Context: an optimization exercise on an open-source flow, tuned for small area and a short achievable clock period. The choices shown serve that exercise and are no tape-out recipe.
Where RTL was checked, it was by simulation tests only, not by an equivalence proof against the original.
Function not checked in run 8: the RTL went through the layout flow alone.
The clock port is modelled as an ideal driver, which makes a skipped or thinned clock tree look cheaper than it is; a real chip needs a root buffer or a tree.
Power is estimated from default activity; no workload was simulated.

==> flow/design.v <==
`timescale 1ns/1ps
package adc_capture_pkg;
   typedef logic [14-1:0]      adc_sample_t;
   typedef logic [16-1:0]   sample_t;
   typedef logic [32-1:0]     data_word_t;
   typedef logic [4-1:0] reg_addr_t;
   typedef logic [31:0]                reg_data_t;
   typedef logic [31:0]                word_count_t;
   typedef logic [15:0]                divider_t;      
   typedef enum logic {
      PACK_LOW,
      PACK_HIGH
   } pack_state_e;
   typedef enum logic {
      TURN_CH0,
      TURN_CH1
   } merge_turn_e;
endpackage
`timescale 1ns/1ps
module sample_fifo
#(
   parameter int DEPTH = 16,
   parameter int W     = 28
) (
   input  logic         user_clk_out,
   input  logic         sys_rst_n,
   input  logic         push_i,      
   input  logic [W-1:0] push_data_i,
   input  logic         pop_i,       
   output logic [W-1:0] head_o,
   output logic         empty_o,
   output logic         full_o
);
   logic [W-1:0]     mem [DEPTH];
   logic [DEPTH-1:0] lvl_q;
   logic [DEPTH:0]   lvl_x;
   logic [DEPTH-1:0] sel_hold, sel_next, sel_in;
   assign lvl_x = {1'b0, lvl_q};
   always_comb begin
      for (int i = 0; i < DEPTH; i++) begin
         sel_hold[i] = ~pop_i & lvl_x[i];
         sel_next[i] =  pop_i & lvl_x[i+1];
         sel_in[i]   = ~sel_hold[i] & ~sel_next[i];
      end
   end
   always_ff @(posedge user_clk_out) begin
      for (int i = 0; i < DEPTH-1; i++) begin
         mem[i] <= ({W{sel_hold[i]}} & mem[i])
                 | ({W{sel_next[i]}} & mem[i+1])
                 | ({W{sel_in[i]}}   & push_data_i);
      end
      mem[DEPTH-1] <= ({W{sel_hold[DEPTH-1]}} & mem[DEPTH-1])
                    | ({W{sel_in[DEPTH-1]}}   & push_data_i);
   end
   always_ff @(posedge user_clk_out or negedge sys_rst_n) begin
      if (!sys_rst_n) begin
         lvl_q <= '0;
      end else if (push_i & ~pop_i) begin
         lvl_q <= {lvl_q[DEPTH-2:0], 1'b1};
      end else if (pop_i & ~push_i) begin
         lvl_q <= {1'b0, lvl_q[DEPTH-1:1]};
      end
   end
   assign head_o  = mem[0];
   assign empty_o = ~lvl_q[0];
   assign full_o  = lvl_q[DEPTH-1];
endmodule
`timescale 1ns/1ps
module capture_channel
(
   input  logic        user_clk_out,
   input  logic        sys_rst_n,
   input  logic        enable_i,
   input  logic [15:0] divider_i,
   input  logic        count_clear_i,
   input  logic        count_load_i,
   input  logic [31:0] count_load_value_i,
   input  logic        adc_valid_i,
   input  logic [13:0] adc_sample_i,
   input  logic        pop_i,
   output logic [27:0] head_o,         
   output logic        empty_o,
   output logic        full_o,
   output logic [31:0] word_count_o,
   output logic        overflow_o
);
   logic [15:0] dec_cnt_q;
   logic        phase_q;        
   logic [13:0] low_q;
   logic        keep;
   logic        word_done;
   logic        push;
   logic last_q;
   assign keep = enable_i & adc_valid_i & last_q;
   always_ff @(posedge user_clk_out) begin
      if (!enable_i) begin
         dec_cnt_q <= 16'd1;
         last_q    <= 1'b1;
      end else if (adc_valid_i) begin
         if (last_q) begin
            dec_cnt_q <= {divider_i[15:1], divider_i[0] | (divider_i == '0)};
            last_q    <= (divider_i[15:1] == '0);
         end else begin
            dec_cnt_q <= dec_cnt_q - 1'b1;
            last_q    <= (dec_cnt_q == 16'd2);
         end
      end
   end
   always_ff @(posedge user_clk_out) begin
      if (!enable_i) begin
         phase_q <= 1'b0;
      end else if (keep) begin
         phase_q <= ~phase_q;
      end
   end
   always_ff @(posedge user_clk_out) begin
      if (!phase_q) begin
         low_q <= adc_sample_i;
      end
   end
   assign word_done = keep & phase_q;
   assign push      = word_done & ~full_o;    
   sample_fifo #(.W(28)) u_fifo (
      .user_clk_out, .sys_rst_n,
      .push_i (push), .push_data_i ({adc_sample_i, low_q}), .pop_i,
      .head_o, .empty_o, .full_o
   );
   always_ff @(posedge user_clk_out or negedge sys_rst_n) begin
      if (!sys_rst_n) begin
         word_count_o <= '0;
         overflow_o   <= 1'b0;
      end else if (count_clear_i) begin
         word_count_o <= '0;
         overflow_o   <= 1'b0;
      end else begin
         if (count_load_i) begin
            word_count_o <= count_load_value_i;
         end else if (push) begin
            word_count_o <= word_count_o + 1'b1;
         end
         if (word_done && full_o) begin
            overflow_o <= 1'b1;
         end
      end
   end
endmodule
`timescale 1ns/1ps
module host_regs
(
   input  logic        user_clk_out,
   input  logic        sys_rst_n,
   input  logic        reg_wr_i,
   input  logic        reg_rd_i,
   input  adc_capture_pkg::reg_addr_t   reg_addr_i,
   input  adc_capture_pkg::reg_data_t   reg_wdata_i,
   output adc_capture_pkg::reg_data_t   reg_rdata_o,
   output logic        reg_rvalid_o,
   output logic        ch0_enable_o,
   output logic        ch1_enable_o,
   output adc_capture_pkg::divider_t    ch0_divider_o,
   output adc_capture_pkg::divider_t    ch1_divider_o,
   output logic        ch0_count_clear_o,
   output logic        ch1_count_clear_o,
   output logic        ch0_count_load_o,
   output logic        ch1_count_load_o,
   input  adc_capture_pkg::word_count_t ch0_word_count_i,
   input  adc_capture_pkg::word_count_t ch1_word_count_i,
   input  logic        ch0_overflow_i,
   input  logic        ch1_overflow_i,
   input  logic        ch0_empty_i,
   input  logic        ch1_empty_i,
   input  logic        ch0_full_i,
   input  logic        ch1_full_i,
   output logic        stream_enable_o
);
   adc_capture_pkg::reg_data_t ch0_status;
   adc_capture_pkg::reg_data_t ch1_status;
   adc_capture_pkg::reg_data_t read_mux;
   always_ff @(posedge user_clk_out or negedge sys_rst_n) begin
      if (!sys_rst_n) begin
         ch0_enable_o    <= 1'b0;
         ch1_enable_o    <= 1'b0;
         ch0_divider_o   <= '0;
         ch1_divider_o   <= '0;
         stream_enable_o <= 1'b0;
      end else if (reg_wr_i) begin
         case (reg_addr_i)
            4'h0:    ch0_enable_o    <= reg_wdata_i[0];
            4'h1:     ch0_divider_o   <= adc_capture_pkg::divider_t'(reg_wdata_i);
            4'h4:    ch1_enable_o    <= reg_wdata_i[0];
            4'h5:     ch1_divider_o   <= adc_capture_pkg::divider_t'(reg_wdata_i);
            4'h8: stream_enable_o <= reg_wdata_i[0];
            default: ;   
         endcase
      end
   end
   assign ch0_count_clear_o = reg_wr_i & (reg_addr_i == 4'h0)
                              & reg_wdata_i[1];
   assign ch1_count_clear_o = reg_wr_i & (reg_addr_i == 4'h4)
                              & reg_wdata_i[1];
   assign ch0_count_load_o  = reg_wr_i & (reg_addr_i == 4'h3);
   assign ch1_count_load_o  = reg_wr_i & (reg_addr_i == 4'h7);
   assign ch0_status = {28'b0, ch0_overflow_i, ch0_full_i, ch0_empty_i, ch0_enable_o};
   assign ch1_status = {28'b0, ch1_overflow_i, ch1_full_i, ch1_empty_i, ch1_enable_o};
   always_comb begin
      case (reg_addr_i)
         4'h0:    read_mux = {31'b0, ch0_enable_o};
         4'h1:     read_mux = {16'b0, ch0_divider_o};
         4'h2:  read_mux = ch0_status;
         4'h3:   read_mux = ch0_word_count_i;
         4'h4:    read_mux = {31'b0, ch1_enable_o};
         4'h5:     read_mux = {16'b0, ch1_divider_o};
         4'h6:  read_mux = ch1_status;
         4'h7:   read_mux = ch1_word_count_i;
         4'h8: read_mux = {31'b0, stream_enable_o};
         default:          read_mux = '0;    
      endcase
   end
   always_ff @(posedge user_clk_out or negedge sys_rst_n) begin
      if (!sys_rst_n) begin
         reg_rdata_o  <= '0;
         reg_rvalid_o <= 1'b0;
      end else begin
         reg_rvalid_o <= reg_rd_i;
         if (reg_rd_i) begin
            reg_rdata_o <= read_mux;     
         end
      end
   end
endmodule
`timescale 1ns/1ps
module stream_merge
(
   input  logic        user_clk_out,
   input  logic        sys_rst_n,
   input  logic        stream_enable_i,
   input  logic [27:0] ch0_head_i,
   input  logic [27:0] ch1_head_i,
   input  logic        ch0_empty_i,
   input  logic        ch1_empty_i,
   output logic        ch0_pop_o,
   output logic        ch1_pop_o,
   output logic        out_valid_o,
   output logic [31:0] out_data_o,
   output logic        out_channel_o
);
   logic        turn_q;      
   logic        pick1;       
   logic [27:0] word;
   logic [27:0] data_q;
   assign pick1     = ~ch1_empty_i & (ch0_empty_i | turn_q);
   assign ch0_pop_o = stream_enable_i & ~ch0_empty_i & ~pick1;
   assign ch1_pop_o = stream_enable_i & pick1;
   always_ff @(posedge user_clk_out or negedge sys_rst_n) begin
      if (!sys_rst_n) begin
         turn_q      <= 1'b0;
         out_valid_o <= 1'b0;
      end else begin
         if (ch0_pop_o) begin
            turn_q <= 1'b1;
         end else if (ch1_pop_o) begin
            turn_q <= 1'b0;
         end
         out_valid_o <= ch0_pop_o | ch1_pop_o;
      end
   end
   assign word = pick1 ? ch1_head_i : ch0_head_i;
   always_ff @(posedge user_clk_out) begin
      data_q        <= word;
      out_channel_o <= pick1;
   end
   assign out_data_o = {data_q[27:14], 2'b00, data_q[13:0], 2'b00};
endmodule
`timescale 1ns/1ps
module adc_capture_top
(
   input  logic        user_clk_out,
   input  logic        sys_rst_n,
   input  logic        adc_valid_i,
   input  adc_capture_pkg::adc_sample_t adc_i_i,
   input  adc_capture_pkg::adc_sample_t adc_q_i,
   input  logic        reg_wr_i,
   input  logic        reg_rd_i,
   input  adc_capture_pkg::reg_addr_t   reg_addr_i,
   input  adc_capture_pkg::reg_data_t   reg_wdata_i,
   output adc_capture_pkg::reg_data_t   reg_rdata_o,
   output logic        reg_rvalid_o,
   output logic        out_valid_o,
   output adc_capture_pkg::data_word_t  out_data_o,
   output logic        out_channel_o
);
   logic        ch0_enable, ch1_enable;
   adc_capture_pkg::divider_t    ch0_divider, ch1_divider;
   logic        ch0_count_clear, ch1_count_clear;
   logic        ch0_count_load, ch1_count_load;
   adc_capture_pkg::word_count_t ch0_word_count, ch1_word_count;
   logic        ch0_overflow, ch1_overflow;
   logic        ch0_pop, ch1_pop;
   logic        ch0_empty, ch1_empty;
   logic        ch0_full, ch1_full;
   logic        stream_enable;
   logic [27:0] ch0_head28, ch1_head28;
   capture_channel u_ch0 (
      .user_clk_out, .sys_rst_n,
      .enable_i      (ch0_enable),      .divider_i   (ch0_divider),
      .count_clear_i (ch0_count_clear), .adc_valid_i (adc_valid_i),
      .count_load_i  (ch0_count_load),  .count_load_value_i (reg_wdata_i),
      .adc_sample_i  (adc_i_i),         .pop_i       (ch0_pop),
      .head_o (ch0_head28),      .empty_o     (ch0_empty),
      .full_o        (ch0_full),
      .word_count_o  (ch0_word_count),  .overflow_o  (ch0_overflow)
   );
   capture_channel u_ch1 (
      .user_clk_out, .sys_rst_n,
      .enable_i      (ch1_enable),      .divider_i   (ch1_divider),
      .count_clear_i (ch1_count_clear), .adc_valid_i (adc_valid_i),
      .count_load_i  (ch1_count_load),  .count_load_value_i (reg_wdata_i),
      .adc_sample_i  (adc_q_i),         .pop_i       (ch1_pop),
      .head_o (ch1_head28),      .empty_o     (ch1_empty),
      .full_o        (ch1_full),
      .word_count_o  (ch1_word_count),  .overflow_o  (ch1_overflow)
   );
   host_regs u_regs (
      .user_clk_out, .sys_rst_n,
      .reg_wr_i, .reg_rd_i, .reg_addr_i, .reg_wdata_i, .reg_rdata_o, .reg_rvalid_o,
      .ch0_enable_o      (ch0_enable),      .ch1_enable_o      (ch1_enable),
      .ch0_divider_o     (ch0_divider),     .ch1_divider_o     (ch1_divider),
      .ch0_count_clear_o (ch0_count_clear), .ch1_count_clear_o (ch1_count_clear),
      .ch0_count_load_o  (ch0_count_load),  .ch1_count_load_o  (ch1_count_load),
      .ch0_word_count_i  (ch0_word_count),  .ch1_word_count_i  (ch1_word_count),
      .ch0_overflow_i    (ch0_overflow),    .ch1_overflow_i    (ch1_overflow),
      .ch0_empty_i       (ch0_empty),       .ch1_empty_i       (ch1_empty),
      .ch0_full_i        (ch0_full),        .ch1_full_i        (ch1_full),
      .stream_enable_o   (stream_enable)
   );
   stream_merge u_merge (
      .user_clk_out, .sys_rst_n,
      .stream_enable_i (stream_enable),
      .ch0_head_i (ch0_head28), .ch1_head_i (ch1_head28),
      .ch0_empty_i (ch0_empty), .ch1_empty_i (ch1_empty),
      .ch0_pop_o   (ch0_pop),   .ch1_pop_o   (ch1_pop),
      .out_valid_o, .out_data_o, .out_channel_o
   );
endmodule
==> flow/flow/run.sh <==
#!/bin/bash
# Own layout flow: the standard flow (standard synthesis unchanged), with
# plain buffers on the ports instead of the delay cells buffer_ports picks,
# a clock tree with larger sink clusters and no dummy loads, and the clock
# port driving the tree's first branch buffers directly (post_cts.tcl).
set -euo pipefail
export BUFFER_PORTS_ARGS="-buffer_cell sky130_fd_sc_hd__buf_4"
export CTS_ARGS="-sink_clustering_enable -repair_clock_nets -sink_clustering_size 30 -sink_clustering_max_diameter 100 -dont_use_dummy_load"
export POST_CTS_TCL="$(pwd)/flow/post_cts.tcl"
bash standard.sh finish > standard.log 2>&1
==> flow/flow/post_cts.tcl <==
set root [get_cells -quiet clkbuf_0_user_clk_out]
if {[llength $root] == 1} {
  set loads [get_pins -of_objects [get_nets -of_objects [get_pins clkbuf_0_user_clk_out/X]] -filter "direction == input"]
  puts "root buffer loads: [llength $loads]"
  if {[llength $loads] <= 4} {
    remove_buffers $root
    estimate_parasitics -placement
    repair_timing_helper
    detailed_placement
    check_placement -verbose
  }
}
==> flow/standard.sh <==
#!/bin/bash
# synth_recipe.tcl (not shown) runs the flow's synth.tcl, then flattens the netlist and writes it again
# the make line also repeats each setting of config.mk as NAME=value (left out here)
make -C /OpenROAD-flow-scripts/flow DESIGN_CONFIG=/design/flow/config.mk WORK_HOME=/design/flow/orfs CLKGATE_MAP_FILE= SYNTH_SCRIPT=/design/flow/synth_recipe.tcl "${@:-finish}"
==> flow/config.mk <==
export PLATFORM = sky130hd
export DESIGN_NAME = adc_capture_top
export DESIGN_NICKNAME = adc_capture_top
export VERILOG_FILES = /design/flow/design.v
export SDC_FILE = /design/flow/constraint.sdc
export NUM_CORES = 4
export LEC_CHECK = 0
export CAP_MARGIN = 20
export CORE_MARGIN = 2
export CORE_UTILIZATION = 40
export SETUP_SLACK_MARGIN = 2.9
export SLEW_MARGIN = 20
==> flow/constraint.sdc <==
create_clock -name core_clock -period 5.0 [get_ports {user_clk_out}]
set_input_delay 1.0000 -clock core_clock [delete_from_list [all_inputs] [get_ports {user_clk_out}]]
set_output_delay 1.0000 -clock core_clock [all_outputs]
set_load 0.01 [all_outputs]
==> results of run 1 <==
[synth_stat cells (all sizes together) (13+ instances only)]
library cell  instances  area share
nand3                27      0.0030
nand2              1782        0.15
mux2                 64       0.016
a21boi               29      0.0048
xnor2                31      0.0060
xor2                 31      0.0060
buf                  29      0.0029
clkbuf              368       0.031
inv                  51      0.0042
a211oi               14      0.0023
nor4                 28      0.0039
a22oi               878        0.15
and3                 43      0.0059
o22ai                38      0.0052
nor2                 90      0.0075
mux2i                33      0.0073
nand4                28      0.0039
edfxtp               84       0.056
dfrtp               168       0.093
nor2b                13      0.0018
nor3                 26      0.0029
dfxtp               905        0.40
a21oi                53      0.0059
o21ai               112       0.012
a22o                 18      0.0035
[state kept, by name (all words and copies together) (netlist names), 16 cells and up, named ones only]
name / count
u_merge.data_q: 28
u_ch0.u_fifo.lvl_q: 16
u_regs.ch1_divider_o: 16
u_ch0.word_count_o: 32
u_ch1.word_count_o: 32
u_ch1.u_fifo.mem: 420
u_ch1.u_fifo.lvl_q: 16
u_ch0.u_fifo.mem: 420
u_ch1.dec_cnt_q: 16
u_ch0.dec_cnt_q: 16
u_regs.ch0_divider_o: 16
u_regs.reg_rdata_o: 32
[metrics by stage]
step	cell area (µm²)	util	setup WS, ps
after global placement	47900	0.426	1980
after global routing	50400	0.449	2770
final	50400	0.449	2830
after detailed placement	47900	0.427	1940
after floorplan	46000	-	2660
[power by group through the flow]
| stage | Clock (W) | Combinational, W | Sequential, W |
|---|---|---|---|
| after floorplan | 0 | 0.00199 | 0.0118 |
| after global routing | 0.00481 | 0.00328 | 0.0125 |
| final | 0.00441 | 0.00292 | 0.0123 |
| after global placement | 0 | 0.00265 | 0.0124 |
| after detailed placement | 0 | 0.00273 | 0.0124 |
[area by class of cell]
| type | instances | area (µm²) | area share |
|---|---|---|---|
| sequential | 1157 | 24900 | 0.495 |
| multi-input combinational | 3477 | 19700 | 0.390 |
| timing repair buffer | 278 | 2590 | 0.0514 |
| tap | 1500 | 1880 | 0.0372 |
| clock buffer | 45 | 1130 | 0.0223 |
| inverter | 52 | 198 | 0.00392 |
| antenna | 1 | 2.50 | 0.0000497 |
[logic make-up (layout without fill, tap and decap cells)]
| group | Yosys count | after routing | synth area share |
|---|---|---|---|
| AND/OR/NAND/NOR | 2095 | 2108 | 0.186 |
| AO/OA/AOI/OAI | 1198 | 1198 | 0.190 |
| flip-flops | 1157 | 1157 | 0.548 |
| buffers and inverters | 449 | 375 | 0.0383 |
| multiplexers | 97 | 97 | 0.0232 |
| XOR/XNOR | 62 | 62 | 0.0120 |
| adder cells (fa/ha/maj) | 8 | 8 | 0.00221 |
| other | 1 | 5 | 0.0000828 |
[how the worst max path moves through the flow]
stage | start | end | slack, ps
2_1_floorplan | adc_valid_i | u_ch1.word_count_o[27] | 2660
3_5_place_dp | adc_valid_i | u_ch0.u_fifo.lvl_q[14] | 1940
6_report | u_ch0.dec_cnt_q[8] | u_ch0.dec_cnt_q[15] | 2830
5_1_grt | u_ch0.dec_cnt_q[8] | u_ch0.dec_cnt_q[15] | 2770
3_3_place_gp | adc_valid_i | u_ch0.u_fifo.lvl_q[12] | 1980
[metal layers]
layer | vias up | track usage
met5 | - | 0
met4 | 0 | 0.0525
met3 | 156 | 0.0185
met2 | 758 | 0.342
met1 | 17100 | 0.286
li1 | 17500 | -
[worst max-delay path: cells and delay by family (launching register included)]
family          cells  cell delay (ps)
compound gates      1              130
flops               1              360
simple gates        4             1610
==> impl_metrics.tcl, run 1 <==
set metrics [dict create \
    ir_drop_uv 268 \
    pwr-share-clk 0.224 \
    post-route-period-util 0.435 \
    synth_edf_count 84 \
    pwr-share-seq 0.627 \
    topRoutingLayerUsed "met4" \
    grt_remaining_overflow 0 \
    met1_length_um 57500 \
    required_ps 5370 \
    gp_congestion 0.873 \
    numClockSinks 1157 \
    slowest_stage "or4_4" \
    die-area_um2 116000 \
    hold_viol 0 \
    die_height_um 341 \
    synthArstFlopShare 0.145 \
    hold_depth 2 \
    worstSetupPathType "flip-flop to flip-flop" \
    ys_ff_latch 1157 \
    dr_wl_met2_um 58000 \
    status "no timing/DRC/antenna violations" \
    coreArea_um2 112000 \
    grt_pass1_vias 33400 \
    min_delay_worst_endpoint "u_ch1.u_fifo.mem[12][20]" \
    critPathMaxStageDelay_ps 560 \
    synth_area_um2 45300 \
    layout_common_cells "nand2_1, a22oi_1, dfxtp_1, buf_4, dfrtp_1" \
    drc 0 \
    yosysSeqAreaShare 0.548 \
    final_common_cell "nand2_1" \
    io_buffers 131 \
    avgSynthCellArea_um2 8.94 \
    yosysWarnings 5 \
    grt_pass1_wl_um 196000 \
    clk_latency_ps 470 \
    ys.flop_type "dfxtp_1" \
    power_frac_comb 0.148 \
    finalNetCount 5088 \
    wl_per_cell_um 19.0 \
    drt_iter0_drc 3062 \
    tns_ps 0 \
    dr.pass1.iters 6 \
    r2r-start "u_ch0.dec_cnt_q[8]" \
    boundaryPins 136 \
    tightest_slew_ps 982 \
    start_kind "flip-flop" \
    max_freq_mhz 460 \
    dp_hpwl_um 80600 \
    hp-start "u_ch1.u_fifo.mem[13][20]" \
    path_cells "or4_4, or3_4, or3_4, or3_1, a31oi_1" \
    vias_per_cell 5.45 \
    die_w_um 341 \
    switching_share 0.294 \
    maxSlewHeadroom 0.345 \
    vias 35500 \
    setup-violations-final 0 \
    cp-end-kind "flip-flop" \
    rsz0062_at_grt "yes" \
    layout_min_cycle_time_ps 2170 \
    ff2ff_setup_slack_ps 2830 \
    worstPathArrival_ps 2540 \
    grt.total_usage 0.205 \
    maxCapViolCount 0 \
    ant_nets 0 \
    finalPower_w 0.0197 \
    power.switching_w 0.00579 \
    reg2regPathDepth 5 \
    antenna_found_initial 3 \
    hold_class "flip-flop to flip-flop" \
    power.density_nw_per_um2 390 \
    area.growth.synth_to_final_pct 11.2 \
    start_util 0.403 \
    routed_wl_um 124000 \
    placed_cells 6403 \
    internal_power_w 0.0139 \
    fin_skew_ps 87.7 \
    fillers 10800 \
    drive_above_1_share 0.116 \
    synth.distinct_cells 64 \
    cp_max_fo 4 \
    drv_slew 0 \
    reg2reg_to "u_ch0.dec_cnt_q[15]" \
    synthCells 5067 \
    cp_common_cell "or3_4" \
    cts.clk_slew.worst_paths_ps 120 \
    grt_max_degree 99 \
    worst_hold_slack_ps 409 \
    p_leak_nw 22.1 \
    num_rows 123 \
    met3_length_um 5330 \
    fin_cells 6510 \
]
==> inputs of run 2 (changes only) <==
--- a/flow/design.v
+++ b/flow/design.v
@@ -93,3 +93,6 @@
    logic last_q;
-   assign keep = enable_i & adc_valid_i & last_q;
+   logic lo_zero_q;
+   logic [15:0] reload;
+   assign reload = {divider_i[15:1], divider_i[0] | (divider_i == '0)};
+   assign keep   = enable_i & adc_valid_i & last_q;
    always_ff @(posedge user_clk_out) begin
@@ -98,9 +101,13 @@
          last_q    <= 1'b1;
+         lo_zero_q <= 1'b0;
       end else if (adc_valid_i) begin
          if (last_q) begin
-            dec_cnt_q <= {divider_i[15:1], divider_i[0] | (divider_i == '0)};
+            dec_cnt_q <= reload;
             last_q    <= (divider_i[15:1] == '0);
+            lo_zero_q <= (reload[7:0] == '0);
          end else begin
-            dec_cnt_q <= dec_cnt_q - 1'b1;
-            last_q    <= (dec_cnt_q == 16'd2);
+            dec_cnt_q[7:0]  <= dec_cnt_q[7:0] - 1'b1;
+            dec_cnt_q[15:8] <= dec_cnt_q[15:8] - {7'd0, lo_zero_q};
+            last_q          <= (dec_cnt_q == 16'd2);
+            lo_zero_q       <= (dec_cnt_q[7:0] == 8'd1);
          end
--- a/flow/flow/run.sh
+++ b/flow/flow/run.sh
@@ -7,3 +7,3 @@
 export BUFFER_PORTS_ARGS="-buffer_cell sky130_fd_sc_hd__buf_4"
-export CTS_ARGS="-sink_clustering_enable -repair_clock_nets -sink_clustering_size 30 -sink_clustering_max_diameter 100 -dont_use_dummy_load"
+export CTS_ARGS="-sink_clustering_enable -repair_clock_nets -sink_clustering_size 25 -sink_clustering_max_diameter 100 -dont_use_dummy_load"
 export POST_CTS_TCL="$(pwd)/flow/post_cts.tcl"
--- a/flow/config.mk
+++ b/flow/config.mk
@@ -9,4 +9,4 @@
 export CORE_MARGIN = 2
-export CORE_UTILIZATION = 40
-export SETUP_SLACK_MARGIN = 2.9
+export CORE_UTILIZATION = 55
+export SETUP_SLACK_MARGIN = 3.0
 export SLEW_MARGIN = 20
==> impl_metrics.tcl, run 2 <==
set metrics [dict create \
    status "no timing/DRC/antenna violations" \
    yosysWarnings 5 \
    fillers 7089 \
    worst_slack_ps 2950 \
    reg2regPathDepth 7 \
    die_height_um 293 \
    preCtsSetupSlack_ps 1920 \
    synth_mux_area_frac 0.0236 \
    synth_top_family_by_area "compound AO/OA/AOI/OAI gates" \
    worstSetupPathType "flip-flop to output port" \
    die_w_um 293 \
    required_ps 4000 \
    critPathMaxStageDelay_ps 460 \
    antenna_found_initial 6 \
    synth_edf_count 84 \
    boundaryPins 136 \
    slowest_stage "dfrtp_2" \
    clk_latency_ps 450 \
    drive_above_1_share 0.127 \
    die-area_um2 85700 \
    vias 36600 \
    dp_hpwl_um 82100 \
    hold_depth 2 \
    drv_slew 0 \
    start_util 0.557 \
    synthCells 5073 \
    internal_power_w 0.0139 \
    tns_ps 0 \
    area.growth.synth_to_final_pct 11.1 \
    p_leak_nw 22.8 \
    hold_viol 0 \
    ant_nets 0 \
    gp_congestion 0.855 \
    yosysTopAreaCell "dfxtp_1" \
    switching_share 0.293 \
    vias_per_cell 5.94 \
    synth.distinct_cells 68 \
    routed_wl_um 129000 \
    coreArea_um2 82400 \
    cts.clk_slew.worst_paths_ps 100 \
    power.switching_w 0.00577 \
    grt.total_usage 0.295 \
    top_regs "u_ch0.u_fifo.mem (420), u_ch1.u_fifo.mem (420)" \
    ys_ff_latch 1159 \
    drt_iter0_drc 3401 \
    cp.depth 1 \
    synth.area.top_cells "dfxtp_1, nand2_1, a22oi_1, dfrtp_1, edfxtp_1" \
    wl_per_cell_um 21.0 \
    maxCapViolCount 0 \
    final_common_cell "nand2_1" \
    io_buffers 131 \
    synth_fa_ha_area_frac 0.00382 \
    max_freq_mhz 489 \
    cp.buffers_inverters 1 \
    synthArstFlopShare 0.145 \
    ys.flop_type "dfxtp_1" \
    final_util 0.618 \
    ir_drop_uv 302 \
    avgSynthCellArea_um2 9.04 \
    grt_pass1_vias 34000 \
    finalPower_w 0.0197 \
    num_rows 105 \
    grt_pass1_wl_um 203000 \
    hold_class "flip-flop to flip-flop" \
    dr.pass1.iters 6 \
    synth_xor_area_frac 0.0117 \
    yosysSeqAreaShare 0.543 \
    layout_min_cycle_time_ps 2050 \
    drc 0 \
    pwr-share-seq 0.611 \
    fin_skew_ps 35.1 \
    worstPathArrival_ps 1050 \
    cp_max_fo 2 \
    finalNetCount 5168 \
    maxSlewHeadroom 0.423 \
    synth.most_common_cell "nand2_1" \
    cp-end-kind "output port" \
    pwr-share-clk 0.236 \
    layout_common_cells "nand2_1, dfxtp_1, a22oi_1, buf_4, dfrtp_1" \
    power_frac_comb 0.152 \
    start_kind "flip-flop" \
    cp_top_family "flip-flops" \
    synth.top_cells.by_count "nand2_1, dfxtp_1, a22oi_1, buf_2, dfrtp_1" \
    synthSimpleGateAreaFrac 0.187 \
    grt_max_degree 95 \
    synth-compound-area-share 0.187 \
    path_cells "buf_6" \
    power.density_nw_per_um2 387 \
    synth_area_um2 45900 \
    tightest_slew_ps 866 \
    grt_remaining_overflow 0 \
    setup-violations-final 0 \
    post-route-period-util 0.409 \
    numClockSinks 1159 \
    rsz0062_at_grt "yes" \
    yosysTopAreaCellShare 0.396 \
]
run 2: cell type report:
cell class	count	area [µm²]	area share
antenna	2	5.00	0.0000983
tap	1070	1340	0.0263
timing repair buffer	330	3310	0.0650
inverter	56	216	0.00425
multi-input combinational	3487	19900	0.390
clock buffer	51	1280	0.0251
sequential	1159	24900	0.489
run 2: layer usage:
| metal | wire length [µm] | up-vias | GRT usage | share of wire |
|---|---|---|---|---|
| met3 | 7460 | 131 | 0.0297 | 0.058 |
| li1 | - | 17700 | - | - |
| met5 | 23 | - | 0 | 0.00018 |
| met1 | 62100 | 17700 | 0.447 | 0.48 |
| met4 | 2110 | 4 | 0.0505 | 0.016 |
| met2 | 57800 | 1013 | 0.461 | 0.45 |
run 2: cell families (layout without fill, tap and decap cells):
group | Yosys count | after routing
AOI/OAI and AO/OA | 1201 | 1201
xor gates and xnor gates | 61 | 61
adders and majority gates | 14 | 14
buffers and inverters | 449 | 437
DFF | 1159 | 1159
muxes | 100 | 100
other | 1 | 6
and+or+nand+nor | 2088 | 2107
run 2: path summary, 6_finish.rpt:
check / from / endpoint / slack (ps)
max in group asynchronous: sys_rst_n / u_ch0.word_count_o[22] / 3420
min reg2reg: flip-flop / u_ch0.u_fifo.mem[14][21] / 450
max reg2reg: u_ch1.u_fifo.lvl_q[15] / u_ch1.word_count_o[19] / 3040
max: u_regs.reg_rdata_o[1] / reg_rdata_o[1] / 2950
min in group asynchronous: sys_rst_n / u_ch0.word_count_o[17] / 610
min: flip-flop / u_ch0.u_fifo.mem[14][21] / 450
run 2: power by group through the flow:
stage | logic, W | clock network [W] | registers, W
global route | 0.00333 | 0.00508 | 0.0122
detailed placement | 0.00268 | 0 | 0.0121
global placement | 0.00262 | 0 | 0.0121
finish | 0.00300 | 0.00466 | 0.0120
floorplan | 0.00176 | 0 | 0.0116
run 2: through the flow:
step / instance area (µm²) / hold WS, ps / instances
2_1_floorplan: 46400 / 432 / 5076
5_1_grt: 50900 / 464 / 6154
3_3_place_gp: 47500 / 435 / 5977
6_report: 50900 / 451 / 6155
3_5_place_dp: 47500 / 444 / 5979
==> inputs of run 3 (changes only) <==
--- a/flow/config.mk
+++ b/flow/config.mk
@@ -9,4 +9,4 @@
 export CORE_MARGIN = 2
-export CORE_UTILIZATION = 55
-export SETUP_SLACK_MARGIN = 3.0
+export CORE_UTILIZATION = 40
+export SETUP_SLACK_MARGIN = 3.1
 export SLEW_MARGIN = 20
==> impl_metrics.tcl, run 3 <==
set metrics [dict create \
    area.growth.synth_to_final_pct 27.8 \
    die_height_um 343 \
    rsz0062_at_grt "yes" \
    maxSlewHeadroom 0.306 \
    switching_share 0.294 \
    num_rows 124 \
    synth.most_common_cell "nand2_1" \
    layout_common_cells "nand2_1, dfxtp_1, a22oi_1, buf_4, nand2_2" \
    layout_min_cycle_time_ps 2160 \
    status "no timing/DRC/antenna violations" \
    synth.area.top_cells "dfxtp_1, nand2_1, a22oi_1, dfrtp_1, edfxtp_1" \
    cts.clk_slew.worst_paths_ps 100 \
    required_ps 5420 \
    max_freq_mhz 463 \
    seq_area_um2 24900 \
    hold_viol 0 \
    synth_edf_count 84 \
    power_frac_comb 0.165 \
    hold_class "flip-flop to flip-flop" \
    ys_ff_latch 1159 \
    worst_slack_ps 2840 \
    start_kind "flip-flop" \
    dp_hpwl_um 79100 \
    fin_skew_ps 83.1 \
    synthCells 5073 \
    drc 0 \
    io_buffers 131 \
    worstPathArrival_ps 2580 \
    slowest_stage "dfrtp_2" \
    synth.top_cells.by_count "nand2_1, dfxtp_1, a22oi_1, buf_2, dfrtp_1" \
    pwr-share-clk 0.237 \
    dpl_cell_area_um2 48200 \
    p_leak_nw 25.4 \
    ant_nets 0 \
    setup-violations-final 0 \
    maxCapViolCount 0 \
    yosysTopAreaCellShare 0.396 \
    power.density_nw_per_um2 343 \
    synthArstFlopShare 0.145 \
    path_cells "buf_12, and2_4, buf_6, buf_6, buf_6, and3_4, buf_12, nor2_4, buf_12, buf_12, buf_16, nand2_2, nand2_1" \
    finalNetCount 5440 \
    ir_drop_uv 257 \
    grt_remaining_overflow 0 \
    drive_above_1_share 0.247 \
    post-route-period-util 0.432 \
    boundaryPins 136 \
    wl_per_cell_um 21.6 \
    yosysWarnings 5 \
    die-area_um2 117000 \
    preCtsSetupSlack_ps 1750 \
    tns_ps 0 \
    die_w_um 343 \
    power.switching_w 0.00592 \
    yosysTopAreaCell "dfxtp_1" \
    drv_slew 0 \
    pwr-share-seq 0.598 \
    worstSetupPathType "flip-flop to flip-flop" \
    ys.flop_type "dfxtp_1" \
    grt_pass1_vias 35400 \
    antenna_found_initial 4 \
    final_area_um2 58600 \
    vias 39000 \
    drt_iter0_drc 4326 \
    fillers 9935 \
    cp_common_cell "buf_12" \
    grt.total_usage 0.223 \
    routed_wl_um 148000 \
    vias_per_cell 5.68 \
    cp-end-kind "flip-flop" \
    coreArea_um2 114000 \
    start_util 0.402 \
    final_common_cell "nand2_1" \
    avgSynthCellArea_um2 9.04 \
    grt_pass1_wl_um 211000 \
    tightest_slew_ps 1040 \
    multi_input_area_um2 21800 \
    synth.distinct_cells 68 \
    dr.pass1.iters 7 \
    clk_latency_ps 470 \
    internal_power_w 0.0142 \
    yosysSeqAreaShare 0.543 \
    grt_max_degree 108 \
    gp_congestion 0.808 \
    top_regs "u_ch0.u_fifo.mem (420), u_ch1.u_fifo.mem (420)" \
    synth_area_um2 45900 \
    cp_max_fo 7 \
    numClockSinks 1159 \
    critPathMaxStageDelay_ps 450 \
]
run 3: cell counts after synthesis:
Identical to the previous run, type by type.
run 3: stage by stage:
stage / power [W] / instances / hold WS (ps) / utilization
global route: 0.0210 / 6867 / 457 / 0.514
floorplan: 0.0134 / 5076 / 432 / -
detailed placement: 0.0146 / 6418 / 445 / 0.423
finish: 0.0201 / 6869 / 446 / 0.514
global placement: 0.0146 / 6418 / 435 / 0.422
run 3: power by group through the flow:
| stage | registers [W] | clock network, W | logic [W] |
|---|---|---|---|
| after detailed placement | 0.0121 | 0 | 0.00256 |
| after global placement | 0.0121 | 0 | 0.00251 |
| final | 0.0120 | 0.00477 | 0.00331 |
| after floorplan | 0.0116 | 0 | 0.00177 |
| after global routing | 0.0122 | 0.00518 | 0.00363 |
run 3: area by class of cell:
cell class,count,area share
tap,1512,0.0323
antenna,2,0.0000854
sequential,1159,0.426
multi-input combinational,3490,0.372
clock buffer,52,0.0222
timing repair buffer,598,0.144
inverter,56,0.00367
run 3: path summary, 6_finish.rpt:
kind                                         startpoint                       to  slack, ps  cells after the start
worst max-delay path             u_regs.stream_enable_o   u_ch1.u_fifo.mem[6][4]       2840                     13
worst min-delay path            u_ch1.u_fifo.mem[1][10]  u_ch1.u_fifo.mem[0][10]        450                      2
worst max register to register   u_regs.stream_enable_o   u_ch1.u_fifo.mem[6][4]       2840                     13
worst min register to register  u_ch1.u_fifo.mem[1][10]  u_ch1.u_fifo.mem[0][10]        450                      2
max in group asynchronous                     sys_rst_n   u_ch0.word_count_o[15]       3370                      2
min in group asynchronous                     sys_rst_n    u_ch1.u_fifo.lvl_q[8]        590                      1
run 3: critical path, delay by kind of cell (launching register included):
family                 cells  cell delay, ps
flip-flops                 1             450
buffers and inverters      8            1020
AND/OR/NAND/NOR            5             640
run 3: routing by layer:
layer | global-route usage | up-vias | part of all wire
met1 | 0.333 | 19100 | 0.47
met3 | 0.0322 | 207 | 0.078
met5 | 0 | - | 0
met4 | 0.0489 | 0 | 0.019
li1 | - | 18300 | -
met2 | 0.341 | 1421 | 0.44
run 3: cells by family (layout without fill, tap and decap cells):
kind of cell             count (synthesis)  in the layout  share of synthesized area
AO/OA/AOI/OAI                         1201           1201                      0.187
XOR/XNOR                                61             61                     0.0117
adder cells (fa/ha/maj)                 14             14                    0.00382
buffers and inverters                  449            706                     0.0443
flip-flops                            1159           1159                      0.543
multiplexers                           100            100                     0.0236
other                                    1              6                  0.0000818
AND/OR/NAND/NOR                       2088           2110                      0.187
==> inputs of run 4 (changes only) <==
--- a/flow/config.mk
+++ b/flow/config.mk
@@ -10,3 +10,3 @@
 export CORE_UTILIZATION = 40
-export SETUP_SLACK_MARGIN = 3.1
+export SETUP_SLACK_MARGIN = 2.95
 export SLEW_MARGIN = 20
==> impl_metrics.tcl, run 4 <==
set metrics [dict create \
    dr.pass1.iters 5 \
    post-route-period-util 0.406 \
    vias_per_cell 5.43 \
    avgSynthCellArea_um2 9.04 \
    met2_usage 0.318 \
    rsz0062_at_grt "yes" \
    ys_ff_latch 1159 \
    layout_common_cells "nand2_1, dfxtp_1, a22oi_1, buf_4, dfrtp_1" \
    ys.flop_type "dfxtp_1" \
    ant_nets 0 \
    required_ps 5310 \
    status "no timing/DRC/antenna violations" \
    yosysWarnings 5 \
    io_buffers 131 \
    drv_slew 0 \
    cts.clk_slew.worst_paths_ps 100 \
    tightest_slew_ps 929 \
    numClockSinks 1159 \
    ir_drop_uv 298 \
    start_util 0.402 \
    wl_per_cell_um 18.8 \
    final_common_cell "nand2_1" \
    grtUsageMet3 0.0194 \
    die_w_um 343 \
    top_regs "u_ch0.u_fifo.mem (420), u_ch1.u_fifo.mem (420)" \
    synth_edf_count 84 \
    maxSlewHeadroom 0.380 \
    setup-violations-final 0 \
    boundaryPins 136 \
    die-area_um2 117000 \
    drc 0 \
    clk_latency_ps 460 \
    synth.most_common_cell "nand2_1" \
    start_kind "primary input" \
    fin_skew_ps 95.8 \
    preCtsSetupSlack_ps 1720 \
    max_freq_mhz 492 \
    worstPathArrival_ps 2350 \
    fillers 11000 \
    top_usage_layer "met2" \
    power.density_nw_per_um2 383 \
    grt_pass1_vias 32900 \
    die_height_um 343 \
    yosysTopAreaCellShare 0.396 \
    antenna_found_initial 9 \
    hold_viol 0 \
    worstSetupPathType "primary input to flip-flop" \
    vias 35600 \
    synth_area_um2 45900 \
    synth.distinct_cells 68 \
    grt.total_usage 0.205 \
    yosysTopAreaCell "dfxtp_1" \
    dp_hpwl_um 79100 \
    use_met1 0.308 \
    gp_congestion 0.812 \
    maxCapViolCount 0 \
    synthCells 5073 \
    finalNetCount 5120 \
    hold_class "flip-flop to flip-flop" \
    cp-end-kind "flip-flop" \
    drive_above_1_share 0.114 \
    tns_ps 0 \
    coreArea_um2 114000 \
    synthArstFlopShare 0.145 \
    synth.area.top_cells "dfxtp_1, nand2_1, a22oi_1, dfrtp_1, edfxtp_1" \
    p_leak_nw 22.5 \
    num_rows 124 \
    grt_pass1_wl_um 196000 \
    worst_slack_ps 2970 \
    drt_iter0_drc 2994 \
    cp_max_fo 17 \
    area.growth.synth_to_final_pct 10.9 \
    layout_min_cycle_time_ps 2030 \
    grt_max_degree 110 \
    grt_remaining_overflow 0 \
    synth.top_cells.by_count "nand2_1, dfxtp_1, a22oi_1, buf_2, dfrtp_1" \
    yosysSeqAreaShare 0.543 \
    routed_wl_um 123000 \
]
==> run 4: layout make-up <==
type	count	area [µm²]	area share
antenna	4	10.0	0.000197
clock buffer	53	1330	0.0261
inverter	56	214	0.00421
multi-input combinational	3489	19800	0.389
sequential	1159	24900	0.490
tap	1512	1890	0.0372
timing repair buffer	278	2700	0.0530
==> run 4: worst paths after layout <==
path | depth (start not counted) | start | slack, ps | endpoint
setup / recovery | 7 | reg_addr_i[2] | 2970 | u_regs.reg_rdata_o[4]
hold / removal | 2 | u_ch1.u_fifo.mem[1][17] | 430 | u_ch1.u_fifo.mem[0][17]
setup reg to reg | 6 | u_ch0.u_fifo.lvl_q[0] | 3040 | u_ch0.u_fifo.mem[5][1]
hold reg to reg | 2 | u_ch1.u_fifo.mem[1][17] | 430 | u_ch1.u_fifo.mem[0][17]
max in group asynchronous | 2 | sys_rst_n | 3420 | u_merge.out_valid_o
min in group asynchronous | 1 | sys_rst_n | 660 | u_regs.reg_rdata_o[8]
==> run 4: kinds of logic (layout without fill, tap and decap cells) <==
group | after synthesis | count (layout) | share of synthesized area
other cells | 1 | 8 | 0.0000818
xor+xnor | 61 | 61 | 0.0117
flops | 1159 | 1159 | 0.543
compound gates | 1201 | 1201 | 0.187
fa+ha+maj | 14 | 14 | 0.00382
buf+inv | 449 | 387 | 0.0443
simple gates | 2088 | 2109 | 0.187
mux | 100 | 100 | 0.0236
==> run 4: critical path, stage by stage <==
cell and delay, ps:
buf_4 180, nor2b_4 160, and3_4 170, buf_6 180, a22o_1 280, a221oi_2 260, o22ai_1 110
==> run 4: where the power goes <==
part / internal, W / switching [W]
combinational: 0.00125 / 0.00148
sequential: 0.0107 / 0.00124
clock: 0.00189 / 0.00286
total: 0.0139 / 0.00558
==> run 4: per-stage QoR <==
stage	utilization	power, W	instances	area, µm²	hold WS (ps)
2_1_floorplan	-	0.0134	5076	46300	432
3_3_place_gp	0.420	0.0146	6411	47900	433
3_5_place_dp	0.420	0.0147	6413	47900	443
5_1_grt	0.446	0.0204	6549	50800	455
6_report	0.446	0.0195	6551	50800	432
==> run 4: layer usage <==
layer	vias up	share of wire
met4	2	0.017
li1	17600	-
met3	119	0.044
met5	-	0.00011
met1	17100	0.50
met2	756	0.44
==> inputs of run 5 (changes only) <==
--- a/flow/config.mk
+++ b/flow/config.mk
@@ -10,3 +10,3 @@
 export CORE_UTILIZATION = 40
-export SETUP_SLACK_MARGIN = 2.95
+export SETUP_SLACK_MARGIN = 3.0
 export SLEW_MARGIN = 20
==> impl_metrics.tcl, run 5 <==
set metrics [dict create \
    slowest_stage "dfrtp_1" \
    grt_max_degree 158 \
    drv_slew 0 \
    pwr-share-clk 0.243 \
    synthCells 5073 \
    avgSynthCellArea_um2 9.04 \
    worstSetupPathType "flip-flop to output port" \
    numClockSinks 1159 \
    final_area_um2 51600 \
    boundaryPins 136 \
    layout_min_cycle_time_ps 2030 \
    ys_ff_latch 1159 \
    io_buffers 131 \
    met3_length_um 5700 \
    drt_iter0_drc 2705 \
    grt.total_usage 0.195 \
    power.density_nw_per_um2 377 \
    synthArstFlopShare 0.145 \
    top_regs "u_ch0.u_fifo.mem (420), u_ch1.u_fifo.mem (420)" \
    grt_pass1_wl_um 190000 \
    maxCapViolCount 0 \
    ys.flop_type "dfxtp_1" \
    synth.area.top_cells "dfxtp_1, nand2_1, a22oi_1, dfrtp_1, edfxtp_1" \
    fillers 10800 \
    clk_latency_ps 470 \
    synth_area_um2 45900 \
    hold_class "primary input to asynchronous set/reset pin" \
    antenna_cells 0 \
    power_frac_comb 0.145 \
    fin_skew_ps 70.3 \
    critPathMaxStageDelay_ps 430 \
    yosysTopAreaCellShare 0.396 \
    cp_top_family "flip-flops" \
    ir_drop_uv 323 \
    tightest_slew_ps 1010 \
    worst_hold_slack_ps 402 \
    topRoutingLayerUsed "met4" \
    cp_max_fo 2 \
    synth.most_common_cell "nand2_1" \
    start_util 0.402 \
    cp-end-kind "output port" \
    grt_remaining_overflow 0 \
    antenna_found_initial 1 \
    final_common_cell "nand2_1" \
    synth_edf_count 84 \
    gp_congestion 0.841 \
    dp_hpwl_um 77400 \
    worstPathArrival_ps 1030 \
    die-area_um2 117000 \
    ant_nets 0 \
    switching_share 0.283 \
    vias 35500 \
    yosysWarnings 5 \
    yosysSeqAreaShare 0.543 \
    dr_wl_met2_um 52800 \
    synth.distinct_cells 68 \
    drive_above_1_share 0.126 \
    num_rows 124 \
    coreArea_um2 114000 \
    finalNetCount 5168 \
    max_freq_mhz 492 \
    path_cells "buf_6" \
    power.switching_w 0.00550 \
    dr.pass1.iters 5 \
    internal_power_w 0.0139 \
    drc 0 \
    synth.top_cells.by_count "nand2_1, dfxtp_1, a22oi_1, buf_2, dfrtp_1" \
    rsz0062_at_grt "yes" \
    routed_wl_um 121000 \
    layout_common_cells "nand2_1, dfxtp_1, a22oi_1, buf_4, dfrtp_1" \
    pwr-share-seq 0.613 \
    status "no timing/DRC/antenna violations" \
    p_leak_nw 22.8 \
    cp.buffers_inverters 1 \
    required_ps 4000 \
    post-route-period-util 0.406 \
    grt_pass1_vias 33300 \
    start_kind "flip-flop" \
    die_w_um 343 \
    vias_per_cell 5.38 \
    dpl_cell_area_um2 48100 \
    met1_length_um 59700 \
    yosysTopAreaCell "dfxtp_1" \
    tns_ps 0 \
    cts.clk_slew.worst_paths_ps 100 \
    wl_per_cell_um 18.3 \
    die_height_um 343 \
    maxSlewHeadroom 0.327 \
    hold_viol 0 \
    setup-violations-final 0 \
    area.growth.synth_to_final_pct 12.6 \
]
run 5: area by class of cell:
class	count	area [µm²]	share of cell area
well taps	1512	1890	0.0367
repair buffers	326	3340	0.0646
flip-flops and latches	1159	24900	0.483
inverters	56	214	0.00415
clock buffers	53	1330	0.0257
multi-input cells	3489	19900	0.386
run 5: cell families (layout without fill, tap and decap cells):
family,after synthesis,after routing,synth area share
AOI/OAI and AO/OA,1201,1201,0.187
xor gates and xnor gates,61,61,0.0117
adders and majority gates,14,14,0.00382
buffers and inverters,449,435,0.0443
DFF,1159,1159,0.543
muxes,100,100,0.0236
other,1,4,0.0000818
and+or+nand+nor,2088,2109,0.187
run 5: routing by layer:
layer	GRT usage	up-vias
li1	-	17600
met1	0.290	17000
met2	0.302	718
met3	0.0248	138
met4	0.0437	0
met5	0	-
run 5: through the flow:
stage | std cells | util | power [W] | setup WS [ps]
2_1_floorplan | 5076 | - | 0.0134 | 2720
3_3_place_gp | 6416 | 0.421 | 0.0145 | 1890
3_5_place_dp | 6417 | 0.421 | 0.0146 | 1830
5_1_grt | 6595 | 0.453 | 0.0204 | 2940
6_report | 6595 | 0.453 | 0.0194 | 2970
run 5: power by group through the flow:
stage	clock, W	combinational [W]	sequential [W]
2_1_floorplan	0	0.00176	0.0116
3_3_place_gp	0	0.00250	0.0120
3_5_place_dp	0	0.00256	0.0121
5_1_grt	0.00519	0.00314	0.0121
6_report	0.00472	0.00281	0.0119
run 5: final timing paths:
kind / from / end / slack [ps] / cells past startpoint
setup / recovery: u_regs.reg_rdata_o[4] / reg_rdata_o[4] / 2970 / 1
max in group asynchronous: sys_rst_n / u_regs.ch0_enable_o / 3420 / 2
hold reg to reg: u_ch1.u_fifo.mem[7][14] / u_ch1.u_fifo.mem[6][14] / 400 / 2
setup reg to reg: u_regs.stream_enable_o / u_ch1.u_fifo.mem[1][23] / 3020 / 7
hold / removal: sys_rst_n / u_ch1.u_fifo.lvl_q[5] / 400 / 1
min in group core_clock: u_ch1.u_fifo.mem[7][14] / u_ch1.u_fifo.mem[6][14] / 400 / 2
==> inputs of run 6 (changes only) <==
--- a/flow/flow/run.sh
+++ b/flow/flow/run.sh
@@ -6,3 +6,3 @@
 set -euo pipefail
-export BUFFER_PORTS_ARGS="-buffer_cell sky130_fd_sc_hd__buf_4"
+export BUFFER_PORTS_ARGS="-buffer_cell sky130_fd_sc_hd__buf_2"
 export CTS_ARGS="-sink_clustering_enable -repair_clock_nets -sink_clustering_size 25 -sink_clustering_max_diameter 100 -dont_use_dummy_load"
==> impl_metrics.tcl, run 6 <==
set metrics [dict create \
    synth.distinct_cells 68 \
    multi_input_area_um2 19900 \
    vias_per_cell 5.38 \
    grt_max_degree 88 \
    die_height_um 343 \
    boundaryPins 136 \
    ant_nets 0 \
    synthSimpleGateAreaFrac 0.187 \
    gp_congestion 0.846 \
    grt.total_usage 0.196 \
    synth.area.top_cells "dfxtp_1, nand2_1, a22oi_1, dfrtp_1, edfxtp_1" \
    num_rows 124 \
    area.growth.synth_to_final_pct 12.1 \
    vias 35500 \
    synth_fa_ha_area_frac 0.00382 \
    fin_cells 6604 \
    dp_hpwl_um 77600 \
    hold_class "flip-flop to flip-flop" \
    reg2reg_to "u_ch1.word_count_o[28]" \
    finalNetCount 5176 \
    layout_min_cycle_time_ps 2080 \
    synth.most_common_cell "nand2_1" \
    drt_iter0_drc 2850 \
    synthArstFlopShare 0.145 \
    maxCapViolCount 0 \
    worstSetupPathType "flip-flop to output port" \
    path_cells "buf_6" \
    grt_pass1_wl_um 190000 \
    grt_remaining_overflow 0 \
    final_common_cell "nand2_1" \
    max_freq_mhz 481 \
    drive_above_1_share 0.125 \
    dr.pass1.iters 5 \
    clk_latency_ps 480 \
    top_regs "u_ch0.u_fifo.mem (420), u_ch1.u_fifo.mem (420)" \
    coreArea_um2 114000 \
    worstPathArrival_ps 1080 \
    tightest_slew_ps 802 \
    synth_edf_count 84 \
    grt_pass1_vias 33700 \
    synth_xor_area_frac 0.0117 \
    maxSlewHeadroom 0.465 \
    start_kind "flip-flop" \
    yosysTopAreaCell "dfxtp_1" \
    avgSynthCellArea_um2 9.04 \
    wl_per_cell_um 18.0 \
    die-area_um2 117000 \
    numClockSinks 1159 \
    hold_viol 0 \
    reg2regPathDepth 6 \
    drv_slew 0 \
    status "no timing/DRC/antenna violations" \
    antenna_found_initial 6 \
    ys_ff_latch 1159 \
    start_util 0.402 \
    ir_drop_uv 330 \
    die_w_um 343 \
    critPathMaxStageDelay_ps 450 \
    setup-violations-final 0 \
    seq_area_um2 24900 \
    min_delay_worst_endpoint "u_ch1.u_fifo.mem[14][6]" \
    synthCells 5073 \
    slowest_stage "dfrtp_1" \
    cts.clk_slew.worst_paths_ps 100 \
    yosysSeqAreaShare 0.543 \
    synth_mux_area_frac 0.0236 \
    p_leak_nw 22.8 \
    required_ps 4000 \
    synth-compound-area-share 0.187 \
    synth_top_family_by_area "compound AO/OA/AOI/OAI gates" \
    dpl_cell_area_um2 47700 \
    rsz0062_at_grt "yes" \
    post-route-period-util 0.416 \
    cp_max_fo 2 \
    layout_common_cells "nand2_1, dfxtp_1, a22oi_1, dfrtp_1, buf_4" \
    cp-end-kind "output port" \
    routed_wl_um 119000 \
    cp_top_family "flip-flops" \
    io_buffers 131 \
    ff2ff_setup_slack_ps 3060 \
    placed_cells 6412 \
    r2r-start "u_ch1.word_count_o[2]" \
    yosysTopAreaCellShare 0.396 \
    worst_hold_slack_ps 453 \
    tns_ps 0 \
    drc 0 \
    fillers 10900 \
    cp.buffers_inverters 1 \
    fin_skew_ps 53.9 \
    synth.top_cells.by_count "nand2_1, dfxtp_1, a22oi_1, buf_2, dfrtp_1" \
    hold_depth 2 \
    final_area_um2 51400 \
    yosysWarnings 5 \
    power.density_nw_per_um2 374 \
    ys.flop_type "dfxtp_1" \
    synth_area_um2 45900 \
]
-- run 6: how the worst max path moves through the flow --
stage	startpoint	end	slack, ps	depth (start not counted)
2_1_floorplan	adc_valid_i	u_ch0.u_fifo.lvl_q[10]	2720	8
3_3_place_gp	adc_valid_i	u_ch1.word_count_o[28]	1730	6
3_5_place_dp	adc_valid_i	u_ch1.word_count_o[28]	1710	6
5_1_grt	u_regs.reg_rdata_o[14]	reg_rdata_o[14]	2910	1
6_report	u_regs.reg_rdata_o[14]	reg_rdata_o[14]	2920	1
-- run 6: kinds of logic after synthesis --
family,after synthesis
simple gates,2088
compound gates,1201
flops,1159
buf+inv,449
mux,100
xor+xnor,61
fa+ha+maj,14
other cells,1
-- run 6: stage by stage --
| stage | setup WS, ps | total power, W | utilization |
|---|---|---|---|
| after floorplan | 2720 | 0.0134 | - |
| after global placement | 1730 | 0.0145 | 0.418 |
| after detailed placement | 1710 | 0.0145 | 0.418 |
| after global routing | 2910 | 0.0202 | 0.451 |
| final | 2920 | 0.0192 | 0.451 |
-- run 6: area by class of cell --
cell class              instances  share of cell area
inverters                      56             0.00411
diodes                          1           0.0000487
repair buffers                331              0.0624
multi-input cells            3493               0.387
flip-flops and latches       1159               0.485
clock buffers                  52              0.0253
well taps                    1512              0.0368
-- run 6: layer usage --
layer	track usage	up-vias	part of all wire
met1	0.287	17100	0.49
met5	0	-	0.00013
met3	0.0227	144	0.041
met4	0.0394	2	0.019
li1	-	17700	-
met2	0.310	667	0.45
-- run 6: where the power goes --
| part | internal, W | total (W) | switching [W] |
|---|---|---|---|
| clock | 0.00186 | 0.00470 | 0.00284 |
| sequential | 0.0107 | 0.0119 | 0.00115 |
| combinational | 0.00116 | 0.00266 | 0.00149 |
| total | 0.0138 | 0.0192 | 0.00548 |
==> inputs of run 7 (changes only) <==
--- a/flow/flow/run.sh
+++ b/flow/flow/run.sh
@@ -6,4 +6,4 @@
 set -euo pipefail
-export BUFFER_PORTS_ARGS="-buffer_cell sky130_fd_sc_hd__buf_2"
-export CTS_ARGS="-sink_clustering_enable -repair_clock_nets -sink_clustering_size 25 -sink_clustering_max_diameter 100 -dont_use_dummy_load"
+export BUFFER_PORTS_ARGS="-buffer_cell sky130_fd_sc_hd__buf_4"
+export CTS_ARGS="-sink_clustering_enable -repair_clock_nets -sink_clustering_size 30 -sink_clustering_max_diameter 100 -dont_use_dummy_load"
 export POST_CTS_TCL="$(pwd)/flow/post_cts.tcl"
==> impl_metrics.tcl, run 7 <==
set metrics [dict create \
    hold_class "primary input to asynchronous set/reset pin" \
    cp_top_family "flip-flops" \
    vias_per_cell 5.38 \
    final_area_um2 51600 \
    setup-violations-final 0 \
    wl_per_cell_um 18.3 \
    worstSetupPathType "flip-flop to output port" \
    antenna_found_initial 1 \
    tightest_slew_ps 1040 \
    status "no timing/DRC/antenna violations" \
    dp_hpwl_um 77400 \
    critPathMaxStageDelay_ps 440 \
    worstPathArrival_ps 1040 \
    grt.total_usage 0.196 \
    grt_remaining_overflow 0 \
    synthArstFlopShare 0.145 \
    io_buffers 131 \
    synth_edf_count 84 \
    layout_min_cycle_time_ps 2040 \
    dr_wl_met2_um 53100 \
    tns_ps 0 \
    die-area_um2 117000 \
    die_height_um 343 \
    finalNetCount 5168 \
    clk_latency_ps 470 \
    dr.pass1.iters 5 \
    cp-end-kind "output port" \
    max_freq_mhz 489 \
    slowest_stage "dfrtp_1" \
    maxCapViolCount 0 \
    ant_nets 0 \
    die_w_um 343 \
    synthCells 5073 \
    grt_pass1_wl_um 190000 \
    synth.area.top_cells "dfxtp_1, nand2_1, a22oi_1, dfrtp_1, edfxtp_1" \
    cts.clk_slew.worst_paths_ps 120 \
    maxSlewHeadroom 0.309 \
    hold_viol 0 \
    synth.top_cells.by_count "nand2_1, dfxtp_1, a22oi_1, buf_2, dfrtp_1" \
    boundaryPins 136 \
    drive_above_1_share 0.127 \
    start_util 0.402 \
    vias 35500 \
    area.growth.synth_to_final_pct 12.5 \
    grt_pass1_vias 33200 \
    post-route-period-util 0.409 \
    avgSynthCellArea_um2 9.04 \
    synth.most_common_cell "nand2_1" \
    routed_wl_um 120000 \
    yosysSeqAreaShare 0.543 \
    required_ps 4000 \
    ys_ff_latch 1159 \
    dpl_cell_area_um2 48100 \
    cp_max_fo 2 \
    yosysWarnings 5 \
    ir_drop_uv 234 \
    top_regs "u_ch0.u_fifo.mem (420), u_ch1.u_fifo.mem (420)" \
    final_common_cell "nand2_1" \
    met3_length_um 5690 \
    cp.buffers_inverters 1 \
    num_rows 124 \
    critical_path.startpoint "u_regs.reg_rdata_o[4]" \
    coreArea_um2 114000 \
    yosysTopAreaCell "dfxtp_1" \
    drv_slew 0 \
    drt_iter0_drc 2854 \
    numClockSinks 1159 \
    synth.distinct_cells 68 \
    fin_skew_ps 106 \
    grt_max_degree 158 \
    topRoutingLayerUsed "met4" \
    p_leak_nw 22.8 \
    power.density_nw_per_um2 371 \
    yosysTopAreaCellShare 0.396 \
    rsz0062_at_grt "yes" \
    r2r-start "u_ch1.u_fifo.lvl_q[0]" \
    antenna_cells 0 \
    synth_area_um2 45900 \
    ys.flop_type "dfxtp_1" \
    met1_length_um 59200 \
    layout_common_cells "nand2_1, dfxtp_1, a22oi_1, buf_4, dfrtp_1" \
    drc 0 \
    path_cells "buf_6" \
    start_kind "flip-flop" \
    gp_congestion 0.841 \
]
==> run 7: cells by family after synthesis <==
group,count (synthesis),synth area share
compound gates,1201,0.187
xor+xnor,61,0.0117
fa+ha+maj,14,0.00382
buf+inv,449,0.0443
flops,1159,0.543
mux,100,0.0236
other cells,1,0.0000818
simple gates,2088,0.187
==> run 7: worst paths after layout <==
path / to / slack (ps) / cells after the start
hold reg to reg: u_ch1.u_fifo.mem[5][15] / 440 / 2
max in group asynchronous: u_regs.ch0_enable_o / 3400 / 2
hold / removal: u_ch1.u_fifo.lvl_q[5] / 380 / 1
setup / recovery: reg_rdata_o[4] / 2960 / 1
min in group core_clock: u_ch1.u_fifo.mem[5][15] / 440 / 2
setup reg to reg: u_ch1.u_fifo.mem[1][11] / 3040 / 8
==> run 7: area by class of cell <==
type                    instances  area [µm²]
multi-input cells            3489       19900
fillers                     10800       62400
flip-flops and latches       1159       24900
clock buffers                  46        1150
repair buffers                333        3500
well taps                    1512        1890
inverters                      56         214
==> run 7: routing by layer <==
| metal | track usage | vias to the layer above |
|---|---|---|
| li1 | - | 17600 |
| met1 | 0.293 | 17100 |
| met2 | 0.304 | 698 |
| met3 | 0.0221 | 116 |
| met4 | 0.0404 | 0 |
| met5 | 0 | - |
==> run 7: metrics by stage <==
step	util	power, W	hold slack [ps]	setup WS, ps	instances
floorplan	-	0.0134	432	2720	5076
finish	0.452	0.0192	382	2960	6595
detailed placement	0.421	0.0146	441	1830	6417
global placement	0.421	0.0145	433	1890	6416
global route	0.452	0.0201	359	2930	6595
==> run 7: power by group <==
group / switching [W] / internal (W)
sequential: 0.00116 / 0.0107
clock: 0.00278 / 0.00166
combinational: 0.00150 / 0.00130
total: 0.00545 / 0.0137
==> inputs of run 8 (changes only) <==
--- a/flow/design.v
+++ b/flow/design.v
@@ -34,6 +34,9 @@
    logic [W-1:0]     mem [DEPTH];
-   logic [DEPTH-1:0] lvl_q;
-   logic [DEPTH:0]   lvl_x;
+   logic [4:0]       level_q;      
+   logic             empty_q, full_q;
+   logic [DEPTH:0]   lvl_x;        
    logic [DEPTH-1:0] sel_hold, sel_next, sel_in;
-   assign lvl_x = {1'b0, lvl_q};
+   always_comb begin
+      for (int i = 0; i <= DEPTH; i++) lvl_x[i] = (level_q > 5'(i));
+   end
    always_comb begin
@@ -56,7 +59,13 @@
       if (!sys_rst_n) begin
-         lvl_q <= '0;
+         level_q <= '0;
+         empty_q <= 1'b1;
+         full_q  <= 1'b0;
       end else if (push_i & ~pop_i) begin
-         lvl_q <= {lvl_q[DEPTH-2:0], 1'b1};
+         level_q <= level_q + 1'b1;
+         empty_q <= 1'b0;
+         full_q  <= (level_q == 5'(DEPTH-1));
       end else if (pop_i & ~push_i) begin
-         lvl_q <= {1'b0, lvl_q[DEPTH-1:1]};
+         level_q <= level_q - 1'b1;
+         empty_q <= (level_q == 5'd1);
+         full_q  <= 1'b0;
       end
@@ -64,4 +73,4 @@
    assign head_o  = mem[0];
-   assign empty_o = ~lvl_q[0];
-   assign full_o  = lvl_q[DEPTH-1];
+   assign empty_o = empty_q;
+   assign full_o  = full_q;
 endmodule
--- a/flow/flow/run.sh
+++ b/flow/flow/run.sh
@@ -7,3 +7,3 @@
 export BUFFER_PORTS_ARGS="-buffer_cell sky130_fd_sc_hd__buf_4"
-export CTS_ARGS="-sink_clustering_enable -repair_clock_nets -sink_clustering_size 30 -sink_clustering_max_diameter 100 -dont_use_dummy_load"
+export CTS_ARGS="-sink_clustering_enable -repair_clock_nets -sink_clustering_size 25 -sink_clustering_max_diameter 100 -dont_use_dummy_load"
 export POST_CTS_TCL="$(pwd)/flow/post_cts.tcl"
==> impl_metrics.tcl, run 8 <==
set metrics [dict create \
    status "no timing/DRC/antenna violations" \
    maxCapViolCount 0 \
    final_common_cell "dfxtp_1" \
    ir_drop_uv 472 \
    vias 44700 \
    maxSlewHeadroom 0.327 \
    drc 0 \
    path_cells "and2b_4, nor2_8, buf_6, inv_12, a21oi_4, buf_12, buf_12, buf_16, nor3_2, a221o_1" \
    synth_mux_area_frac 0.0147 \
    start_util 0.403 \
    top_regs "u_ch0.u_fifo.mem (448), u_ch1.u_fifo.mem (448)" \
    grt_pass1_vias 40000 \
    die_height_um 341 \
    grt_remaining_overflow 0 \
    synth_fa_ha_area_frac 0.00662 \
    num_rows 123 \
    fillers 8592 \
    critPathMaxStageDelay_ps 570 \
    synth.distinct_cells 82 \
    vias_per_cell 6.51 \
    fin_skew_ps 62.2 \
    wl_per_cell_um 28.7 \
    layout_min_cycle_time_ps 2370 \
    antenna_found_initial 5 \
    gp_congestion 0.837 \
    start_kind "flip-flop" \
    hold_class "flip-flop to flip-flop" \
    required_ps 5390 \
    synthCells 4813 \
    grt_pass1_wl_um 258000 \
    drive_above_1_share 0.384 \
    cp-end-kind "flip-flop" \
    final_util 0.585 \
    worstPathArrival_ps 2760 \
    layout_common_cells "dfxtp_1, nand2_1, a22oi_1, buf_4, a22oi_2" \
    worst_slack_ps 2630 \
    dr.pass1.iters 8 \
    synth-compound-area-share 0.241 \
    hold_viol 0 \
    die-area_um2 116000 \
    avgSynthCellArea_um2 9.43 \
    io_buffers 131 \
    worst_hold_slack_ps 451 \
    antenna_cells 0 \
    yosysWarnings 5 \
    synth.area.top_cells "dfxtp_1, a22oi_1, dfrtp_1, nand2_1, a221o_1" \
    yosysSeqAreaShare 0.526 \
    cp_common_cell "buf_12" \
    coreArea_um2 112000 \
    area.growth.synth_to_final_pct 45.0 \
    boundaryPins 136 \
    drt_iter0_drc 6308 \
    setup-violations-final 0 \
    synth_edf_count 28 \
    synth.most_common_cell "dfxtp_1" \
    routed_wl_um 197000 \
    preCtsSetupSlack_ps 1500 \
    synth_xor_area_frac 0.0127 \
    numClockSinks 1141 \
    yosysTopAreaCell "dfxtp_1" \
    grt.total_usage 0.285 \
    clk_latency_ps 490 \
    cp.buffers_inverters 5 \
    finalNetCount 5458 \
    die_w_um 341 \
    cp_max_fo 7 \
    tns_ps 0 \
    synthSimpleGateAreaFrac 0.144 \
    cp_top_family "buffers and inverters" \
    slowest_stage "dfstp_2" \
    dp_hpwl_um 83700 \
    post-route-period-util 0.474 \
    worstSetupPathType "flip-flop to flip-flop" \
    rsz0062_at_grt "yes" \
    max_freq_mhz 422 \
    synth_area_um2 45400 \
    ant_nets 0 \
    finalPower_w 0.0541 \
    synth.top_cells.by_count "dfxtp_1, nand2_1, a22oi_1, o21ai_0, nor3_1" \
    tightest_slew_ps 1010 \
    drv_slew 0 \
    synth_top_family_by_area "compound AO/OA/AOI/OAI gates" \
    synthArstFlopShare 0.131 \
    p_leak_nw 26.7 \
    grt_max_degree 93 \
    ys_ff_latch 1141 \
    cts.clk_slew.worst_paths_ps 120 \
    yosysTopAreaCellShare 0.425 \
    power.density_nw_per_um2 822 \
    ys.flop_type "dfxtp_1" \
]
-- run 8: cell count changes in the layout (fill, tap and decap cells not counted), sizes merged, moves of 45 or more --
| cell | previous run | this run |
|---|---|---|
| a21oi | 72 | 117 |
| a221o | 0 | 225 |
| a22o | 19 | 69 |
| a22oi | 868 | 646 |
| buf | 322 | 811 |
| clkbuf | 55 | 104 |
| dfxtp | 907 | 963 |
| edfxtp | 84 | 28 |
| inv | 54 | 113 |
| nand2 | 1783 | 935 |
| nor3 | 16 | 258 |
| o21ai | 120 | 317 |
-- run 8: metrics by stage --
step | instance area (µm²) | instances
after floorplan | 45900 | 4816
after detailed placement | 47600 | 6103
after global placement | 47500 | 6101
after global routing | 65800 | 6863
final | 65800 | 6863
-- run 8: path summary, 6_finish.rpt --
kind / startpoint / endpoint / slack (ps) / depth (start not counted)
min reg2reg: u_ch1.u_fifo.mem[0][15] / u_merge.data_q[15] / 450 / 2
max: u_ch1.u_fifo.empty_q / u_ch0.u_fifo.mem[1][11] / 2630 / 10
max reg2reg: u_ch1.u_fifo.empty_q / u_ch0.u_fifo.mem[1][11] / 2630 / 10
min: u_ch1.u_fifo.mem[0][15] / u_merge.data_q[15] / 450 / 2
max in group asynchronous: sys_rst_n / u_ch0.word_count_o[26] / 3370 / 2
min in group asynchronous: sys_rst_n / u_regs.reg_rdata_o[2] / 620 / 1
-- run 8: final cells by class --
class | instances | area, µm² | share of cell area
Inverter | 116 | 487 | 0.00740
Sequential cell | 1141 | 24000 | 0.364
Clock buffer | 51 | 1280 | 0.0194
Timing Repair Buffer | 873 | 13000 | 0.197
Timing Repair inverter | 3 | 35.0 | 0.000532
Multi-Input combinational cell | 3179 | 25200 | 0.383
Tap cell | 1500 | 1880 | 0.0285
-- run 8: tightest hold or removal path, cell delays in order (launching register included) --
cell and delay [ps]:
dfxtp_1 330, nand2_1 50, nand2_1 40
-- run 8: kinds of logic after synthesis --
family          count (synthesis)
fa+ha+maj                      24
flops                        1141
xor+xnor                       66
mux                            61
other cells                     1
buf+inv                       548
compound gates               1496
simple gates                 1476
-- run 8: layer usage --
metal,up-vias,global-route usage,routed length [µm]
li1,18800,-,-
met1,22100,0.398,77300
met2,3095,0.441,86300
met3,702,0.0583,23900
met4,4,0.0904,9270
met5,-,0,23
-- run 8: power breakdown --
| part | internal (W) | switching (W) | total [W] |
|---|---|---|---|
| sequential | 0.0138 | 0.00373 | 0.0176 |
| clock | 0.00183 | 0.00296 | 0.00479 |
| combinational | 0.0152 | 0.0165 | 0.0317 |
| total | 0.0309 | 0.0232 | 0.0541 |

Re-timed with assumed drivers on the ports (clkbuf_16 on the clock, buf_2 on other inputs), run 8 has 2.629 ns of setup slack against 2.629 ns with ideal ports, and 2.297 ns once port delays also move by the mid clock arrival of 0.607 ns.
